Source: an optimization exercise on an open RTL-to-GDS flow (aim: small area). Production flows keep margins and buffers that such runs may drop.
Only simulation tests tie the RTL to the original design; equivalence was not proved.
No activity file was given, so power comes from the tool's default toggle rates.

==> design.v <==
package reg_file_pkg;
    typedef enum logic {
        CLEAR = 1'b0,
        READY = 1'b1
    } rf_state_t;
    localparam int DEF_DATA_W = 32;
    localparam int DEF_ADDR_W = 5;
    function automatic int port_off(input int port, input int width);
        port_off = port * width;
    endfunction
endpackage
module rf_scoreboard
#(
    parameter int ADDR_W = reg_file_pkg::DEF_ADDR_W
) (
    input  logic                 clk,
    input  logic [2**ADDR_W-1:1] set,
    input  logic [2**ADDR_W-1:1] keep,
    output logic [2**ADDR_W-1:0] busy
);
    localparam int DEPTH = 2**ADDR_W;
    logic [DEPTH-1:1] busy_reg;
    always_ff @(posedge clk) begin
        busy_reg <= set | (busy_reg & keep);
    end
    assign busy = {busy_reg, 1'b0};
endmodule
module reg_file_sb
#(
    parameter int DATA_W = reg_file_pkg::DEF_DATA_W,
    parameter int ADDR_W = reg_file_pkg::DEF_ADDR_W,
    parameter int NRD    = 3
) (
    input  logic                  clk,
    input  logic                  rst,
    output logic                  init_done,
    input  logic [NRD*ADDR_W-1:0] ra,
    output logic [NRD*DATA_W-1:0] rd,
    output logic [NRD-1:0]        rd_busy,
    input  logic                  we0,
    input  logic [ADDR_W-1:0]     wa0,
    input  logic [DATA_W-1:0]     wd0,
    input  logic                  we1,
    input  logic [ADDR_W-1:0]     wa1,
    input  logic [DATA_W-1:0]     wd1,
    input  logic                  set_busy,
    input  logic [ADDR_W-1:0]     set_addr,
    input  logic [ADDR_W-1:0]     dbg_addr,
    output logic [DATA_W-1:0]     dbg_data
);
    localparam int DEPTH = 2**ADDR_W;
    logic [ADDR_W-1:0] clr_cnt;
    logic              ready;
    logic              phase;
    always_ff @(posedge clk or posedge rst) begin
        if (rst) begin
            clr_cnt <= '0;
            ready   <= 1'b0;
        end else begin
            clr_cnt <= clr_cnt + 1'b1;
            if (&clr_cnt) begin
                ready <= 1'b1;
            end
        end
    end
    assign phase     = clr_cnt[0];
    assign init_done = ready;
    logic [DATA_W-1:0] wd1x, wd0x;
    assign wd1x = wd1 ^ {DATA_W{phase}};
    assign wd0x = (wd0 & {DATA_W{ready}}) ^ {DATA_W{phase}};
    logic [DATA_W-1:0] rf [1:DEPTH-1];
    logic [DEPTH-1:0]  busy;
    logic [DEPTH-1:1] dec1, dec0, decs;
    logic [DEPTH-1:1] s1, s0, h;
    for (genvar r = 1; r < DEPTH; r++) begin : g_dec
        assign dec1[r] = we1 && (wa1 == ADDR_W'(r));
        assign dec0[r] = we0 && (wa0 == ADDR_W'(r));
        assign decs[r] = ready && set_busy && (set_addr == ADDR_W'(r));
        assign s1[r] = ready && dec1[r];
        assign s0[r] = !ready || (dec0[r] && !dec1[r]);
        assign h[r]  = ready && !dec1[r] && !dec0[r];
    end
    genvar gr;
    generate
        for (gr = 1; gr < DEPTH; gr++) begin : g_row
            logic [DATA_W-1:0] d;
            for (genvar b = 0; b < DATA_W; b++) begin : g_bit
                rf_ao222n u_d (.a0(s1[gr]), .b0(wd1x[b]), .a1(s0[gr]), .b1(wd0x[b]),
                               .a2(h[gr]), .b2(rf[gr][b]), .yn(d[b]));
            end
            always_ff @(posedge clk) begin
                rf[gr] <= d;
            end
        end
    endgenerate
    rf_scoreboard #(
        .ADDR_W(ADDR_W)
    ) u_scoreboard (
        .clk  (clk),
        .set  (decs),
        .keep (h),
        .busy (busy)
    );
    genvar gi;
    generate
        for (gi = 0; gi < NRD; gi++) begin : g_rd
            logic [ADDR_W-1:0] addr;
            logic              hit1, hit0, nz, sw1, sw0, sa, inv;
            logic [DEPTH:0]    sel;
            logic [DATA_W-1:0] data;
            assign addr = ra[reg_file_pkg::port_off(gi, ADDR_W) +: ADDR_W];
            assign hit1 = we1 && (wa1 == addr);
            assign hit0 = we0 && (wa0 == addr);
            assign nz   = ready && (addr != '0);
            assign sw1  = nz && hit1;
            assign sw0  = nz && !hit1 && hit0;
            assign sa   = nz && !hit1 && !hit0;
            assign inv  = nz && phase;
            assign sel[0] = sw1;
            assign sel[1] = sw0;
            for (genvar r = 1; r < DEPTH; r++) begin : g_sel
                assign sel[r+1] = sa && (addr == ADDR_W'(r));
            end
            for (genvar b = 0; b < DATA_W; b++) begin : g_bit
                logic [DEPTH:0] din;
                assign din[0] = wd1x[b];
                assign din[1] = wd0x[b];
                for (genvar r = 1; r < DEPTH; r++) begin : g_din
                    assign din[r+1] = rf[r][b];
                end
                rf_aomux #(.N(DEPTH+1)) u_mux (.d(din), .s(sel), .inv(inv), .y(data[b]));
            end
            assign rd[reg_file_pkg::port_off(gi, DATA_W) +: DATA_W] = data;
            rf_aomux #(.N(DEPTH-1), .INV(1'b0)) u_busy (.d(busy[DEPTH-1:1]), .s(sel[DEPTH:2]),
                                            .inv(1'b0), .y(rd_busy[gi]));
        end
    endgenerate
    logic [DEPTH-2:0] dsel;
    logic             dinv;
    assign dinv = ready && (dbg_addr != '0) && phase;
    for (genvar r = 1; r < DEPTH; r++) begin : g_dsel
        assign dsel[r-1] = ready && (dbg_addr == ADDR_W'(r));
    end
    for (genvar b = 0; b < DATA_W; b++) begin : g_dbg
        logic [DEPTH-2:0] din;
        for (genvar r = 1; r < DEPTH; r++) begin : g_din
            assign din[r-1] = rf[r][b];
        end
        rf_aomux #(.N(DEPTH-1)) u_mux (.d(din), .s(dsel), .inv(dinv), .y(dbg_data[b]));
    end
endmodule
module rf_aomux
#(
    parameter int N   = 2,
    parameter bit INV = 1'b1
) (
    input  logic [N-1:0] d,
    input  logic [N-1:0] s,
    input  logic         inv,
    output logic         y
);
    localparam int NG = (N + 2) / 3;
    localparam int NF = N / 3;
    localparam int NP = (NG + 3) / 4;
    logic [NG-1:0] gn;
    logic [NP-1:0] p;
    for (genvar g = 0; g < NF; g++) begin : g_grp
        rf_ao222n u_g (.a0(s[3*g]), .b0(d[3*g]), .a1(s[3*g+1]), .b1(d[3*g+1]),
                       .a2(s[3*g+2]), .b2(d[3*g+2]), .yn(gn[g]));
    end
    if (N % 3 == 2) begin : g_two
        rf_ao22n u_g (.a0(s[N-2]), .b0(d[N-2]), .a1(s[N-1]), .b1(d[N-1]), .yn(gn[NF]));
    end else if (N % 3 == 1) begin : g_one
        assign gn[NF] = ~(s[N-1] & d[N-1]);
    end
    for (genvar q = 0; q < NP; q++) begin : g_red
        localparam int LO = 4 * q;
        localparam int HI = (4 * q + 3 < NG) ? 4 * q + 3 : NG - 1;
        rf_nandn #(.N(HI - LO + 1)) u_n (.a(gn[HI:LO]), .y(p[q]));
    end
    if (INV) begin : g_inv
        rf_orx #(.N(NP)) u_or (.a(p), .inv(inv), .y(y));
    end else begin : g_noinv
        assign y = |p;
    end
endmodule
module rf_nandn
#(
    parameter int N = 2
) (
    input  logic [N-1:0] a,
    output logic         y
);
    assign y = ~&a;
endmodule
module rf_orx
#(
    parameter int N = 2
) (
    input  logic [N-1:0] a,
    input  logic         inv,
    output logic         y
);
    logic n;
    rf_norn #(.N(N)) u_n (.a(a), .y(n));
    rf_xnor2 u_x (.a(n), .b(inv), .y(y));
endmodule
module rf_norn
#(
    parameter int N = 2
) (
    input  logic [N-1:0] a,
    output logic         y
);
    assign y = ~|a;
endmodule
module rf_xnor2 (
    input  logic a, b,
    output logic y
);
    assign y = ~(a ^ b);
endmodule
module rf_ao222n (
    input  logic a0, b0, a1, b1, a2, b2,
    output logic yn
);
    assign yn = ~((a0 & b0) | (a1 & b1) | (a2 & b2));
endmodule
module rf_ao22n (
    input  logic a0, b0, a1, b1,
    output logic yn
);
    assign yn = ~((a0 & b0) | (a1 & b1));
endmodule
==> run.sh <==
#!/bin/bash
# synth_recipe.tcl (not shown) runs the flow's synth.tcl, then flattens the netlist and writes it again
# the make line also repeats each setting of config.mk as NAME=value (left out here)
make -C /OpenROAD-flow-scripts/flow DESIGN_CONFIG=/design/flow/config.mk WORK_HOME=/design/flow/orfs CLKGATE_MAP_FILE= SYNTH_SCRIPT=/design/flow/synth_recipe.tcl finish
==> config.mk <==
export PLATFORM = sky130hd
export DESIGN_NAME = reg_file_sb
export DESIGN_NICKNAME = reg_file_sb
export VERILOG_FILES = /design/flow/design.v
export SDC_FILE = /design/flow/constraint.sdc
export NUM_CORES = 4
export LEC_CHECK = 0
export CAP_MARGIN = 20
export CELL_PAD_IN_SITES_DETAIL_PLACEMENT = 2
export CELL_PAD_IN_SITES_GLOBAL_PLACEMENT = 2
export CORE_MARGIN = 2
export CORE_UTILIZATION = 18
export CTS_BUF_LIST = sky130_fd_sc_hd__clkbuf_16
export CTS_CLUSTER_DIAMETER = 80
export CTS_CLUSTER_SIZE = 30
export PLACE_DENSITY = 0.28
export SLEW_MARGIN = 20
export SYNTH_HIERARCHICAL = 1
==> constraint.sdc <==
create_clock -name core_clock -period 10.0 [get_ports {clk}]
set_input_delay 2.0000 -clock core_clock [delete_from_list [all_inputs] [get_ports {clk}]]
set_output_delay 2.0000 -clock core_clock [all_outputs]
set_load 0.01 [all_outputs]
==> results of run 1 <==
-- power breakdown --
| part | internal (mW) | leakage (nW) | switching, mW |
|---|---|---|---|
| Combinational | 1.37 | 12.2 | 2.01 |
| Clock | 2.98 | 2.30 | 2.50 |
| Sequential | 4.88 | 8.61 | 1.33 |
-- per-stage QoR --
stage | cell area (um2) | std cells | setup slack (ns) | power (mW) | utilization
2_1_floorplan | 53500 | 4795 | 1.91 | 7.26 | -
3_3_place_gp | 66600 | 9288 | 0.961 | 9.45 | 0.225
3_5_place_dp | 66700 | 9290 | 0.932 | 9.49 | 0.225
4_1_cts | 71300 | 9532 | 0.898 | 15.0 | 0.241
5_1_grt | 71400 | 9537 | 0.574 | 15.4 | 0.241
6_report | 71400 | 9555 | 0.578 | 15.1 | 0.241
-- final cells by class --
type | count | area (um2)
Fill cell | 32600 | 225000
Timing Repair Buffer | 635 | 6190
Sequential cell | 1029 | 20600
Inverter | 3 | 11.3
Tap cell | 3939 | 4930
Clock inverter | 100 | 1100
Multi-Input combinational cell | 3687 | 35000
Clock buffer | 142 | 3550
Antenna cell | 20 | 50.0
-- layer usage --
| metal | share of wire | wire length (um) | global-route usage | up-vias |
|---|---|---|---|---|
| met4 | 0.082 | 51400 | 0.284 | 24 |
| met5 | 0.00056 | 348 | 0.00127 | - |
| met3 | 0.11 | 69900 | 0.115 | 1558 |
| li1 | - | - | - | 26800 |
| met2 | 0.42 | 263000 | 0.583 | 6638 |
| met1 | 0.38 | 240000 | 0.490 | 40900 |
-- worst max-delay path: stages --
cell and delay (ns):
clkdlybuf4s50_1 0.65, xor2_1 0.24, nor4_1 0.61, a31o_4 0.65, nor4_2 0.10, buf_4 0.38
a222oi_1 0.49, nand4_1 0.62, nor3_2 0.82, xnor2_1 0.21, clkdlybuf4s50_1 0.57
-- worst max-delay path by stage --
stage	slack [ns]	from	cells past startpoint	endpoint
after floorplan	1.91	ra[14]	10	rd[64]
after detailed placement	0.93	ra[14]	11	rd[83]
after global placement	0.96	ra[4]	13	rd[1]
after global routing	0.57	ra[14]	11	rd[71]
after CTS	0.90	ra[14]	11	rd[83]
final	0.58	ra[10]	11	rd[72]
==> run notes, run 1 <==
Syn Area/Cell=11.2 um2; final setup fails=0; area delta synth->final=33.5%; DR vias=75900; first-pass GRT wire length=793000 um; Max Transition Viols Final=0; Critical Path Source Type=primary input; Critical R2R Capture=rf[30][13]$_DFF_P_; Tightest Hold Check Type=reg -> reg; Max-Cap Viols=0; Worst Setup End Kind=primary output; PwrDens=211 mW/mm2; Critical Path AT=7.42 ns; worst skew pair latency=0.87 ns; wire length per cell=65.4 um; most common cell after layout, fill and taps aside=a222oi_1; Final Wtd Congestion=0.863; Worst R2R Setup Slack=5.80 ns; Reg clk slew, reported paths=0.09 ns; post-route ant nets=0; clk sinks=1029; Worst Hold Launch=clr_cnt[3]$_DFF_PP0_; grt total ovfl=0; Die Width=549 um; critical path peak fanout=33; post-CTS setup buffers=0; Worst Tran Pin Value=1.33 ns; Port-buffer cells=235; Vias/cell=7.94; Final Critical Period=9.42 ns; VDD IR max=0.113 mV; DP HPWL=361000 um; number of flip-flops in the largest register=992; Post-Syn Area=0.0535 mm2; smallest hold slack=0.477 ns; Root Driver=clkbuf_16; fmax=106 MHz; CTS tree=yes; Clock Path Buffers=4; share of layout cells above drive strength 1=0.191; P_leak=23.1 nW; Register-to-Register Path Depth=7; DR DRC count=0; CTS Buf Count=136; Synth Instances=4795; CP required=8.00 ns; Post-CTS Hold Fix Bufs=0; fin nets=5598; Post-CTS Resized=0; core area=0.296 mm2; initial antenna violation count=46; Final Hold Viols=0; synth warn=10; status=finished clean; RSZ-0062 raised after global routing=no; GRT Overall Usage=0.395; num rows=200; initial core utilization=0.181; vias in the first global route=72400; DR pass1 iterations=15; commonest cells after routing, fill and taps aside=2398 x a222oi_1, 1023 x dfxtp_1, 335 x buf_4; die area=0.302 mm2; hold path depth=1; worst rel slew slack=0.115; height of the die=549 um; largest net degree at the start of global routing=42; num ports=236; net count after synthesis=4901; H-tree depth=4; Final Cycle Share=0.942; DRT Wirelength=625000 um; DR iter-0 viols=24900; Worst Clk Skew=0.0688 ns; Fin Setup TNS=0 ns; reg2reg start=ready$_DFFE_PP0P_; Hold Path Sink=clr_cnt[3]$_DFF_PP0_; worst setup path category=in -> out
==> inputs of run 2 (changes only) <==
==> flow/run.sh (new file) <==
#!/bin/bash
# Own layout flow: the standard ORFS flow with
#  - port buffers of the smallest buffer cell (buf_1),
#  - no timing-driven global placement (its in-placement repair_design
#    over-buffers the high-fanout select nets); instead prebuf.tcl gives
#    each high-fanout net one buffer at its driver before repair_design,
#  - clock tree without dummy loads, from clkbuf_4/clkbuf_8 with sink
#    clusters of up to 20 flip-flops within 60 um.
set -euo pipefail
HERE=$(pwd)
CTS="-sink_clustering_enable -repair_clock_nets -dont_use_dummy_load -buf_list {sky130_fd_sc_hd__clkbuf_4 sky130_fd_sc_hd__clkbuf_8} -sink_clustering_size 20 -sink_clustering_max_diameter 60"
bash standard.sh \
  "BUFFER_PORTS_ARGS=-buffer_cell sky130_fd_sc_hd__buf_1" \
  "PRE_RESIZE_TCL=$HERE/flow/prebuf.tcl" \
  "GPL_TIMING_DRIVEN=0" \
  "CTS_ARGS=$CTS" \
  finish > "$HERE/flow_make.log" 2>&1
==> flow/prebuf.tcl (new file) <==
# Sourced by ORFS resize.tcl (PRE_RESIZE_TCL) before repair_design: give
# every high-fanout signal net (16 or more loads, not a port net, not the
# clock) a single buf_4 placed at its driver, so that the weak driver sees
# a short wire and the buffer drives the long net; repair_design then only
# has to touch up what is left.
set pb_block [ord::get_db_block]
set pb_count 0
foreach pb_net [$pb_block getNets] {
  if {[$pb_net getSigType] != "SIGNAL"} { continue }
  if {[$pb_net getName] == "clk"} { continue }
  if {[llength [$pb_net getBTerms]] > 0} { continue }
  set pb_k 0
  set pb_drv ""
  foreach pb_it [$pb_net getITerms] {
    if {[$pb_it isOutputSignal]} {
      set pb_drv $pb_it
    } else {
      incr pb_k
    }
  }
  if {$pb_k >= 16 && $pb_drv != ""} {
    set pb_bb [[$pb_drv getInst] getBBox]
    set pb_x [expr {[$pb_bb xMin] / 1000.0}]
    set pb_y [expr {[$pb_bb yMin] / 1000.0}]
    insert_buffer -buffer_cell sky130_fd_sc_hd__buf_4 -net [$pb_net getName] \
      -location [list $pb_x $pb_y]
    incr pb_count
  }
}
puts "prebuf: buffered $pb_count high-fanout nets"
==> standard.sh (new file) <==
#!/bin/bash
# synth_recipe.tcl (not shown) runs the flow's synth.tcl, then flattens the netlist and writes it again
# the make line also repeats each setting of config.mk as NAME=value (left out here)
make -C /OpenROAD-flow-scripts/flow DESIGN_CONFIG=/design/flow/config.mk WORK_HOME=/design/flow/orfs CLKGATE_MAP_FILE= SYNTH_SCRIPT=/design/flow/synth_recipe.tcl "${@:-finish}"
--- a/config.mk
+++ b/config.mk
@@ -12,5 +12,2 @@
 export CORE_UTILIZATION = 18
-export CTS_BUF_LIST = sky130_fd_sc_hd__clkbuf_16
-export CTS_CLUSTER_DIAMETER = 80
-export CTS_CLUSTER_SIZE = 30
 export PLACE_DENSITY = 0.28
removed: run.sh
==> run 2 against run 1 <==
Synthesized cell count unchanged. Flip-flop and latch count unchanged. Critical path depth rose by 1. First-iteration DRC count fell by 2.2%. Largest cell class unchanged. Critical path type unchanged. Still clean. Sequential share of layout area grew 3.3 points. Global-route usage up 0.42 points. Final area decreased by 10%. Worst hold slack worse by 0.0015 ns.
==> run notes, run 2 <==
status=finished clean; first-pass GRT wire length=798000 um (+0.55%); height of the die=549 um (unchanged); Hold Path Sink=clr_cnt[3]$_DFF_PP0_; worst setup path category=in -> out; DP HPWL=335000 um (-7.1%); VDD IR max=0.0923 mV (-19%); Final Cycle Share=0.878 (-0.0642); Reg clk slew, reported paths=0.08 ns (about the same); Final Critical Period=8.78 ns (-0.642 ns); Clock Path Buffers=4 (unchanged); WP buf/inv=4 (+1); Worst Hold Launch=clr_cnt[3]$_DFF_PP0_; final setup fails=0 (unchanged); Worst R2R Setup Slack=5.91 ns (+0.11 ns); worst skew pair latency=1.05 ns (+0.18 ns); wire length per cell=67.0 um (+2.5%); Worst Setup End Kind=primary output; reg2reg start=ready$_DFFE_PP0P_; CP delay by family, top=simple AND/OR/NAND/NOR gates; DR vias=75600 (-0.37%); initial core utilization=0.181 (unchanged); Register-to-Register Path Depth=7 (unchanged); Post-CTS Hold Fix Bufs=0 (unchanged); DRT Wirelength=633000 um (+1.3%); grt total ovfl=0 (unchanged); critical path peak fanout=33 (unchanged); share of layout cells above drive strength 1=0.121 (-0.0707); Final Hold Viols=0 (unchanged); most common cell after layout, fill and taps aside=a222oi_1; Max-Cap Viols=0 (unchanged); fmax=114 MHz (+7.3%); largest net degree at the start of global routing=35 (-17%); core area=0.296 mm2 (unchanged); Worst Tran Pin Value=1.45 ns (+0.119 ns); Port-buffer cells=217 (-7.7%); Largest stage delay, worst path=0.89 ns (+0.07 ns); DR DRC count=0 (unchanged); worst rel slew slack=0.0356 (-0.0791); Root Driver=clkbuf_8; CP required=8.00 ns (about the same); H-tree depth=4 (unchanged); area delta synth->final=19.6%; dpl ws=1.52 ns (+0.591 ns); post-route ant nets=0 (unchanged); Critical R2R Capture=rf[29][29]$_DFF_P_; PwrDens=200 mW/mm2 (-5.2%); vias in the first global route=73100 (+1.0%); Post-CTS Resized=0 (unchanged); Final Wtd Congestion=0.845 (-2.1%); P_leak=20.4 nW (-12%); Worst Clk Skew=0.0647 ns (-0.00408 ns); CTS Buf Count=181 (+33%); Critical Path AT=6.78 ns (-0.64 ns); fin nets=5593 (-0.089%); synth warn=10 (unchanged); post-CTS setup buffers=0 (unchanged); Vias/cell=8.00 (+0.79%); num rows=200 (unchanged); CP Cell Sequence=buf_1, xor2_1, nor4_1, a31o_4, buf_6, nor4_1, buf_4, a222oi_1, nand4_1, nor3_2, xnor2_1, buf_1; Die Width=549 um (unchanged); die area=0.302 mm2 (unchanged); clk sinks=1029 (unchanged); Max Transition Viols Final=0 (unchanged); Post-Syn Area=0.0535 mm2 (unchanged); CTS tree=yes; net count after synthesis=4901 (unchanged); Tightest Hold Check Type=reg -> reg; total power=12.8 mW (-15%); initial antenna violation count=63 (+37%); RSZ-0062 raised after global routing=no; GRT Overall Usage=0.400 (+0.00425); DR iter-0 viols=24400 (-2.2%); DR pass1 iterations=14 (-1); Synth Instances=4795 (unchanged); hold path depth=1 (unchanged); Syn Area/Cell=11.2 um2 (unchanged); commonest cells after routing, fill and taps aside=2398 x a222oi_1, 1023 x dfxtp_1, 293 x buf_4; CP max stage cell=nor3_2; Critical Path Source Type=primary input; Final WS setup=1.22 ns (+0.642 ns); number of flip-flops in the largest register=992 (unchanged); num ports=236 (unchanged)
[run 2: report_power, final]
group	leakage [nW]	internal [mW]	switching (mW)
clock	1.30	1.59	2.06
combinational	10.5	1.07	1.92
sequential	8.61	4.89	1.27
total	20.4	7.54	5.25
[run 2: layout make-up]
type / count / area, um2
clock buffer: 181 / 2490
antenna: 21 / 52.6
multi-input combinational: 3687 / 32400
inverter: 3 / 11.3
tap: 3939 / 4930
buffer: 76 / 420
sequential: 1029 / 20600
fill: 33400 / 232000
timing repair buffer: 509 / 3030
[run 2: worst max-delay path by stage]
| stage | start | endpoint | slack (ns) | cells past startpoint |
|---|---|---|---|---|
| finish | ra[13] | rd[72] | 1.22 | 12 |
| global route | wa0[3] | rd[77] | 1.28 | 13 |
| CTS | ready$_DFFE_PP0P_ | dbg_data[0] | 1.48 | 10 |
| detailed placement | ra[13] | rd[77] | 1.52 | 12 |
| global placement | wa0[3] | rd[64] | -10.40 | 12 |
| floorplan | ra[14] | rd[64] | 1.91 | 10 |
[run 2: routing by layer]
metal,part of all wire,vias to the layer above,track usage
met5,0.00022,-,0.00506
met4,0.087,8,0.306
li1,-,26600,-
met1,0.39,40900,0.499
met2,0.41,6506,0.580
met3,0.11,1535,0.109
[run 2: through the flow]
step	hold WS, ns	TNS, ns	instance area [um2]	std cells	util
6_report	0.476	0	64000	9445	0.216
5_1_grt	0.499	0	64000	9431	0.216
4_1_cts	0.474	0	63900	9423	0.216
3_5_place_dp	0.460	0	61400	9242	0.207
3_3_place_gp	0.456	-5197.85	59200	8951	0.200
2_1_floorplan	0.438	0	53500	4795	-

-- what the ideal ports hide --
The results above use ideal ports. As a check the final layouts listed here were re-extracted and re-timed, cells and wires unchanged.
Step 1 assumes that a clkbuf_16 drives the clock port and a buf_2 every other input.
Step 2 also shifts input and output timing later by t, the mid clock arrival at the registers, as if the neighbouring blocks saw the same clock.
Slacks: ideal ports / drivers / drivers and shift; pairs: ideal ports / drivers.
| run | t (ns) | slack for setup (ns) | hold slack, ns |
|---|---|---|---|
| run 1 | 0.954 | 0.578 / 0.554 / 0.554 | 0.477 / 0.477 / 0.477 |
| run 2 | 1.143 | 1.220 / 1.190 / 1.190 | 0.476 / 0.476 / 0.476 |
After both steps setup and hold are still met in every run listed. For run 2, which loses most, drivers alone change the setup slack by -0.030 ns; drivers and shift together by -0.030 ns.
